From an optimization exercise on the open Yosys and OpenROAD flow, aimed at small area, a short achievable clock period and few clock cycles per item; shortcuts taken in it are not production practice.
At most, simulation tests tie the RTL to the original design; equivalence was not proved.

==> 07-07: inputs <==
==> flow/design.v (excerpt) <==
module julian_day_converter (
  input  logic                         clk,
  input  logic                         rst_n,
  input  logic                         in_tvalid,
  output logic                         in_tready,
  input  logic [jdc_pkg::TDATA_W-1:0]  in_tdata,
  input  logic                         in_tuser,
  output logic                         out_tvalid,
  input  logic                         out_tready,
  output logic [jdc_pkg::TDATA_W-1:0]  out_tdata,
  output logic                         out_tuser
);
Settings: LEC_CHECK=0, CAP_MARGIN=20, CORE_MARGIN=2, CORE_UTILIZATION=40, SLEW_MARGIN=20; clock period 6.0 ns.
standard.sh (not shown) runs the stock make flow with config.mk's settings and CLKGATE_MAP_FILE= SYNTH_SCRIPT=/design/flow/synth_recipe.tcl, a recipe that flattens the netlist after the stock synthesis.
==> flow/flow/run.sh <==
#!/bin/bash
# Standard layout, with the port buffers made of buf_1 instead of the flow's
# default pick, which is a slow delay cell. Every port still gets a buffer.
set -e
cp standard.sh standard_sh.txt
export BUFFER_PORTS_ARGS="-buffer_cell sky130_fd_sc_hd__buf_1"
bash standard.sh > standard.log 2>&1
==> 10-23: changes against 07-07 <==
--- a/flow/design.v
+++ b/flow/design.v
@@ -209,44 +209,60 @@
   assign e_c57 = n[21] & e_c41;
   assign e_s58 = n[22] ^ 1'b1;
   assign e_c58 = n[22] & 1'b1;
   assign sa = {e_c57, e_c56, e_c55, e_c54, e_c53, e_c52, e_c51, e_c50, e_c49, e_c48, e_c47, e_c46, e_c45, e_c44, e_c43, e_c42, e_s27};
   assign sb = {e_s58, e_s57, e_s56, e_s55, e_s54, e_s53, e_s52, e_s51, e_s50, e_s49, e_s48, e_s47, e_s46, e_s45, e_s44, e_s43, e_s42};
   assign p     = sa + sb;
   assign y_est = p[16:3];
 endmodule
-module jdc_inv_dec (
+module jdc_inv_mon (
   input  logic [8:0]  doy,       
+  output logic [3:0]  m          
+);
+  always_comb begin
+    if      (doy >= 9'd337) m = 4'd11;
+    else if (doy >= 9'd306) m = 4'd10;
+    else if (doy >= 9'd275) m = 4'd9;
+    else if (doy >= 9'd245) m = 4'd8;
+    else if (doy >= 9'd214) m = 4'd7;
+    else if (doy >= 9'd184) m = 4'd6;
+    else if (doy >= 9'd153) m = 4'd5;
+    else if (doy >= 9'd122) m = 4'd4;
+    else if (doy >= 9'd92)  m = 4'd3;
+    else if (doy >= 9'd61)  m = 4'd2;
+    else if (doy >= 9'd31)  m = 4'd1;
+    else                    m = 4'd0;
+  end
+endmodule
+module jdc_inv_dec (
+  input  logic [3:0]  m,         
+  input  logic [4:0]  doy_lo,    
   input  logic        corr,      
   input  logic [13:0] y_est,
   output logic [13:0] year,
   output logic [3:0]  month,
   output logic [4:0]  day
 );
-  logic [3:0] m;
-  logic [8:0] start;
+  logic [4:0] start;             
   logic       jf;
-  always_comb begin
-    if      (doy >= 9'd337) begin m = 4'd11; start = 9'd337; end
-    else if (doy >= 9'd306) begin m = 4'd10; start = 9'd306; end
-    else if (doy >= 9'd275) begin m = 4'd9;  start = 9'd275; end
-    else if (doy >= 9'd245) begin m = 4'd8;  start = 9'd245; end
-    else if (doy >= 9'd214) begin m = 4'd7;  start = 9'd214; end
-    else if (doy >= 9'd184) begin m = 4'd6;  start = 9'd184; end
-    else if (doy >= 9'd153) begin m = 4'd5;  start = 9'd153; end
-    else if (doy >= 9'd122) begin m = 4'd4;  start = 9'd122; end
-    else if (doy >= 9'd92)  begin m = 4'd3;  start = 9'd92;  end
-    else if (doy >= 9'd61)  begin m = 4'd2;  start = 9'd61;  end
-    else if (doy >= 9'd31)  begin m = 4'd1;  start = 9'd31;  end
-    else                    begin m = 4'd0;  start = 9'd0;   end
-  end
+  assign start = (m == 4'd0)  ? 5'(9'd0)   :
+                 (m == 4'd1)  ? 5'(9'd31)  :
+                 (m == 4'd2)  ? 5'(9'd61)  :
+                 (m == 4'd3)  ? 5'(9'd92)  :
+                 (m == 4'd4)  ? 5'(9'd122) :
+                 (m == 4'd5)  ? 5'(9'd153) :
+                 (m == 4'd6)  ? 5'(9'd184) :
+                 (m == 4'd7)  ? 5'(9'd214) :
+                 (m == 4'd8)  ? 5'(9'd245) :
+                 (m == 4'd9)  ? 5'(9'd275) :
+                 (m == 4'd10) ? 5'(9'd306) : 5'(9'd337);
   assign jf    = (m >= 4'd10);
   assign month = jf ? (m - 4'd9) : (m + 4'd3);
-  assign day   = 5'(doy[4:0] - start[4:0] + 5'd1);
+  assign day   = 5'(doy_lo - start + 5'd1);
   assign year  = y_est + {12'd0, corr & jf, corr ^ jf};
 endmodule
 import jdc_pkg::*;
 module julian_day_converter (
   input  logic                         clk,
   input  logic                         rst_n,
   input  logic                         in_tvalid,
   output logic                         in_tready,
@@ -272,16 +288,17 @@
   logic [9:0]  p2_r;      
   logic [13:0] w2_r;      
   logic [7:0]  c2_r;
   logic        leap2_r, op2_r, err2_r;
   logic [22:0] g;
   logic [9:0]  doy_c;
   logic        corr;
   logic [8:0]  doy;
+  logic [3:0]  mon;
   logic [13:0] w3_r;      
   logic [9:0]  d3_r;      
   logic        op3_r, err3_r;
   logic [13:0] year_d;
   logic [3:0]  month_d;
   logic [4:0]  day_d;
   jdc_ctrl u_ctrl (
     .clk        (clk),
@@ -582,31 +599,36 @@
       op2_r   <= op1_r;
       err2_r  <= err1_r;
     end
   end
   assign g     = {w2_r[12:0], p2_r} - {15'd0, c2_r} + {17'd0, c2_r[7:2]};
   assign doy_c = ~g[9:0];
   assign corr  = leap2_r ? (doy_c >= 10'd366) : (doy_c >= 10'd365);
   assign doy   = corr ? 9'(doy_c - (leap2_r ? 10'd366 : 10'd365)) : doy_c[8:0];
+  jdc_inv_mon u_mon (
+    .doy (doy),
+    .m   (mon)
+  );
   always_ff @(posedge clk) begin
     if (en) begin
       w3_r   <= op2_r ? w2_r : {1'b0, g[22:10]};
-      d3_r   <= op2_r ? {corr, doy} : g[9:0];
+      d3_r   <= op2_r ? {corr, mon, doy[4:0]} : g[9:0];
       op3_r  <= op2_r;
       err3_r <= err2_r;
     end
   end
   jdc_inv_dec u_dec (
-    .doy   (d3_r[8:0]),
-    .corr  (d3_r[9]),
-    .y_est (w3_r),
-    .year  (year_d),
-    .month (month_d),
-    .day   (day_d)
+    .m      (d3_r[8:5]),
+    .doy_lo (d3_r[4:0]),
+    .corr   (d3_r[9]),
+    .y_est  (w3_r),
+    .year   (year_d),
+    .month  (month_d),
+    .day    (day_d)
   );
   always_comb begin
     out_tdata = '0;
     out_tuser = 1'b0;
     if (!op3_r) begin
       out_tdata[22:0] = {w3_r[12:0], d3_r};
     end else if (err3_r) begin
       out_tuser = 1'b1;
==> 08-11: changes against 07-07 <==
--- a/flow/design.v
+++ b/flow/design.v
@@ -209,44 +209,65 @@
   assign e_c57 = n[21] & e_c41;
   assign e_s58 = n[22] ^ 1'b1;
   assign e_c58 = n[22] & 1'b1;
   assign sa = {e_c57, e_c56, e_c55, e_c54, e_c53, e_c52, e_c51, e_c50, e_c49, e_c48, e_c47, e_c46, e_c45, e_c44, e_c43, e_c42, e_s27};
   assign sb = {e_s58, e_s57, e_s56, e_s55, e_s54, e_s53, e_s52, e_s51, e_s50, e_s49, e_s48, e_s47, e_s46, e_s45, e_s44, e_s43, e_s42};
   assign p     = sa + sb;
   assign y_est = p[16:3];
 endmodule
-module jdc_inv_dec (
+module jdc_inv_mon (
   input  logic [8:0]  doy,       
+  output logic [3:0]  m          
+);
+  always_comb begin
+    if      (doy >= 9'd337) m = 4'd11;
+    else if (doy >= 9'd306) m = 4'd10;
+    else if (doy >= 9'd275) m = 4'd9;
+    else if (doy >= 9'd245) m = 4'd8;
+    else if (doy >= 9'd214) m = 4'd7;
+    else if (doy >= 9'd184) m = 4'd6;
+    else if (doy >= 9'd153) m = 4'd5;
+    else if (doy >= 9'd122) m = 4'd4;
+    else if (doy >= 9'd92)  m = 4'd3;
+    else if (doy >= 9'd61)  m = 4'd2;
+    else if (doy >= 9'd31)  m = 4'd1;
+    else                    m = 4'd0;
+  end
+endmodule
+module jdc_inv_dec (
+  input  logic [3:0]  m,         
+  input  logic [4:0]  doy_lo,    
   input  logic        corr,      
   input  logic [13:0] y_est,
   output logic [13:0] year,
   output logic [3:0]  month,
   output logic [4:0]  day
 );
-  logic [3:0] m;
-  logic [8:0] start;
+  logic [4:0] start;             
   logic       jf;
   always_comb begin
-    if      (doy >= 9'd337) begin m = 4'd11; start = 9'd337; end
-    else if (doy >= 9'd306) begin m = 4'd10; start = 9'd306; end
-    else if (doy >= 9'd275) begin m = 4'd9;  start = 9'd275; end
-    else if (doy >= 9'd245) begin m = 4'd8;  start = 9'd245; end
-    else if (doy >= 9'd214) begin m = 4'd7;  start = 9'd214; end
-    else if (doy >= 9'd184) begin m = 4'd6;  start = 9'd184; end
-    else if (doy >= 9'd153) begin m = 4'd5;  start = 9'd153; end
-    else if (doy >= 9'd122) begin m = 4'd4;  start = 9'd122; end
-    else if (doy >= 9'd92)  begin m = 4'd3;  start = 9'd92;  end
-    else if (doy >= 9'd61)  begin m = 4'd2;  start = 9'd61;  end
-    else if (doy >= 9'd31)  begin m = 4'd1;  start = 9'd31;  end
-    else                    begin m = 4'd0;  start = 9'd0;   end
+    case (m)
+      4'd0:    start = 5'(9'd0);
+      4'd1:    start = 5'(9'd31);
+      4'd2:    start = 5'(9'd61);
+      4'd3:    start = 5'(9'd92);
+      4'd4:    start = 5'(9'd122);
+      4'd5:    start = 5'(9'd153);
+      4'd6:    start = 5'(9'd184);
+      4'd7:    start = 5'(9'd214);
+      4'd8:    start = 5'(9'd245);
+      4'd9:    start = 5'(9'd275);
+      4'd10:   start = 5'(9'd306);
+      default: start = 5'(9'd337);
+    endcase
   end
   assign jf    = (m >= 4'd10);
   assign month = jf ? (m - 4'd9) : (m + 4'd3);
-  assign day   = 5'(doy[4:0] - start[4:0] + 5'd1);
+  assign day   = 5'(doy_lo - start + 5'd1);
   assign year  = y_est + {12'd0, corr & jf, corr ^ jf};
 endmodule
 import jdc_pkg::*;
 module julian_day_converter (
   input  logic                         clk,
   input  logic                         rst_n,
   input  logic                         in_tvalid,
   output logic                         in_tready,
@@ -272,16 +293,17 @@
   logic [9:0]  p2_r;      
   logic [13:0] w2_r;      
   logic [7:0]  c2_r;
   logic        leap2_r, op2_r, err2_r;
   logic [22:0] g;
   logic [9:0]  doy_c;
   logic        corr;
   logic [8:0]  doy;
+  logic [3:0]  mon;
   logic [13:0] w3_r;      
   logic [9:0]  d3_r;      
   logic        op3_r, err3_r;
   logic [13:0] year_d;
   logic [3:0]  month_d;
   logic [4:0]  day_d;
   jdc_ctrl u_ctrl (
     .clk        (clk),
@@ -582,31 +604,36 @@
       op2_r   <= op1_r;
       err2_r  <= err1_r;
     end
   end
   assign g     = {w2_r[12:0], p2_r} - {15'd0, c2_r} + {17'd0, c2_r[7:2]};
   assign doy_c = ~g[9:0];
   assign corr  = leap2_r ? (doy_c >= 10'd366) : (doy_c >= 10'd365);
   assign doy   = corr ? 9'(doy_c - (leap2_r ? 10'd366 : 10'd365)) : doy_c[8:0];
+  jdc_inv_mon u_mon (
+    .doy (doy),
+    .m   (mon)
+  );
   always_ff @(posedge clk) begin
     if (en) begin
       w3_r   <= op2_r ? w2_r : {1'b0, g[22:10]};
-      d3_r   <= op2_r ? {corr, doy} : g[9:0];
+      d3_r   <= op2_r ? {corr, mon, doy[4:0]} : g[9:0];
       op3_r  <= op2_r;
       err3_r <= err2_r;
     end
   end
   jdc_inv_dec u_dec (
-    .doy   (d3_r[8:0]),
-    .corr  (d3_r[9]),
-    .y_est (w3_r),
-    .year  (year_d),
-    .month (month_d),
-    .day   (day_d)
+    .m      (d3_r[8:5]),
+    .doy_lo (d3_r[4:0]),
+    .corr   (d3_r[9]),
+    .y_est  (w3_r),
+    .year   (year_d),
+    .month  (month_d),
+    .day    (day_d)
   );
   always_comb begin
     out_tdata = '0;
     out_tuser = 1'b0;
     if (!op3_r) begin
       out_tdata[22:0] = {w3_r[12:0], d3_r};
     end else if (err3_r) begin
       out_tuser = 1'b1;
==> qor summary <==
Outcome: 10-23 complete, no violations; 08-11 complete, no violations; 07-07 complete, no violations
Clk tree area frac: 10-23 2.29%; 08-11 2.07%; 07-07 2.21%
Wire length on met2: 10-23 13800 um; 08-11 14500 um; 07-07 15600 um
Clock buffer cells: 10-23 9; 08-11 10; 07-07 9
Vias in the first global route: 10-23 9930; 08-11 9998; 07-07 10500
Mean Syn Cell Area: 10-23 8.86 um2; 08-11 9.04 um2; 07-07 8.77 um2
Worst reg2reg path depth: 10-23 15; 08-11 18; 07-07 14
Synth Area in Simple Gates: 10-23 13.5%; 08-11 12.0%; 07-07 14.5%
Max-slew headroom: 10-23 31.8%; 08-11 34.1%; 07-07 41.6%
Count of routing violations after the opening detailed-route iteration: 10-23 373; 08-11 410; 07-07 460
Critical Path Max Stage Delay: 10-23 0.54 ns; 08-11 0.53 ns; 07-07 0.57 ns
Placed Cells incl. Taps: 10-23 1952; 08-11 2001; 07-07 2019
Die Area: 10-23 33800 um2; 08-11 34300 um2; 07-07 34000 um2
Cell area after synthesis: 10-23 13000 um2; 08-11 13100 um2; 07-07 13000 um2
Critical Setup Path Class: 10-23 input pin to flop; 08-11 flop to flop; 07-07 flop to primary output
Crit start category: 10-23 input pin; 08-11 flop; 07-07 flop
Area fraction in compound gates after synthesis: 10-23 14.5%; 08-11 15.9%; 07-07 16.3%
Post-layout utilization of the core: 10-23 44.7%; 08-11 44.8%; 07-07 44.4%
Highest clock rate: 10-23 184 MHz; 08-11 175 MHz; 07-07 178 MHz
Mux share of post-synthesis cell area: 10-23 0.638%; 08-11 1.48%; 07-07 0.634%
Final weighted congestion in routability-driven placement: 10-23 0.902; 08-11 0.864; 07-07 0.957
Crit path depth: 10-23 18; 08-11 18; 07-07 17
Testbench counts of 10-23, summed over its fixed seeds: cycles 8,024, items 8,000.
The RTL of 07-07 and 08-11 was laid out without a check of its function.

[separate check: timing with driven ports]
In the flow no input, the clock included, has a driving cell. The finished layouts below were timed again as built, in two steps.
Step 1 assumes that a clkbuf_16 drives the clock port and a buf_2 every other input.
Step 2 also shifts input and output timing later by t, the mid clock arrival at the registers, as if the neighbouring blocks saw the same clock.
Slacks: ideal ports / drivers / drivers and shift; pairs: ideal ports / drivers.
run	t (ns)	setup WS [ns]	clock arrival spread, ns
07-07	0.404	0.370 / 0.324 / 0.318	0.006 / 0.006
10-23	0.397	0.571 / 0.595 / 0.198	0.016 / 0.016
08-11	0.392	0.274 / 0.274 / 0.182	0.014 / 0.014
After both steps every run listed still meets setup and hold. The setup slack of 10-23, which loses most, moves by +0.024 ns with the drivers and by -0.373 ns with both steps.
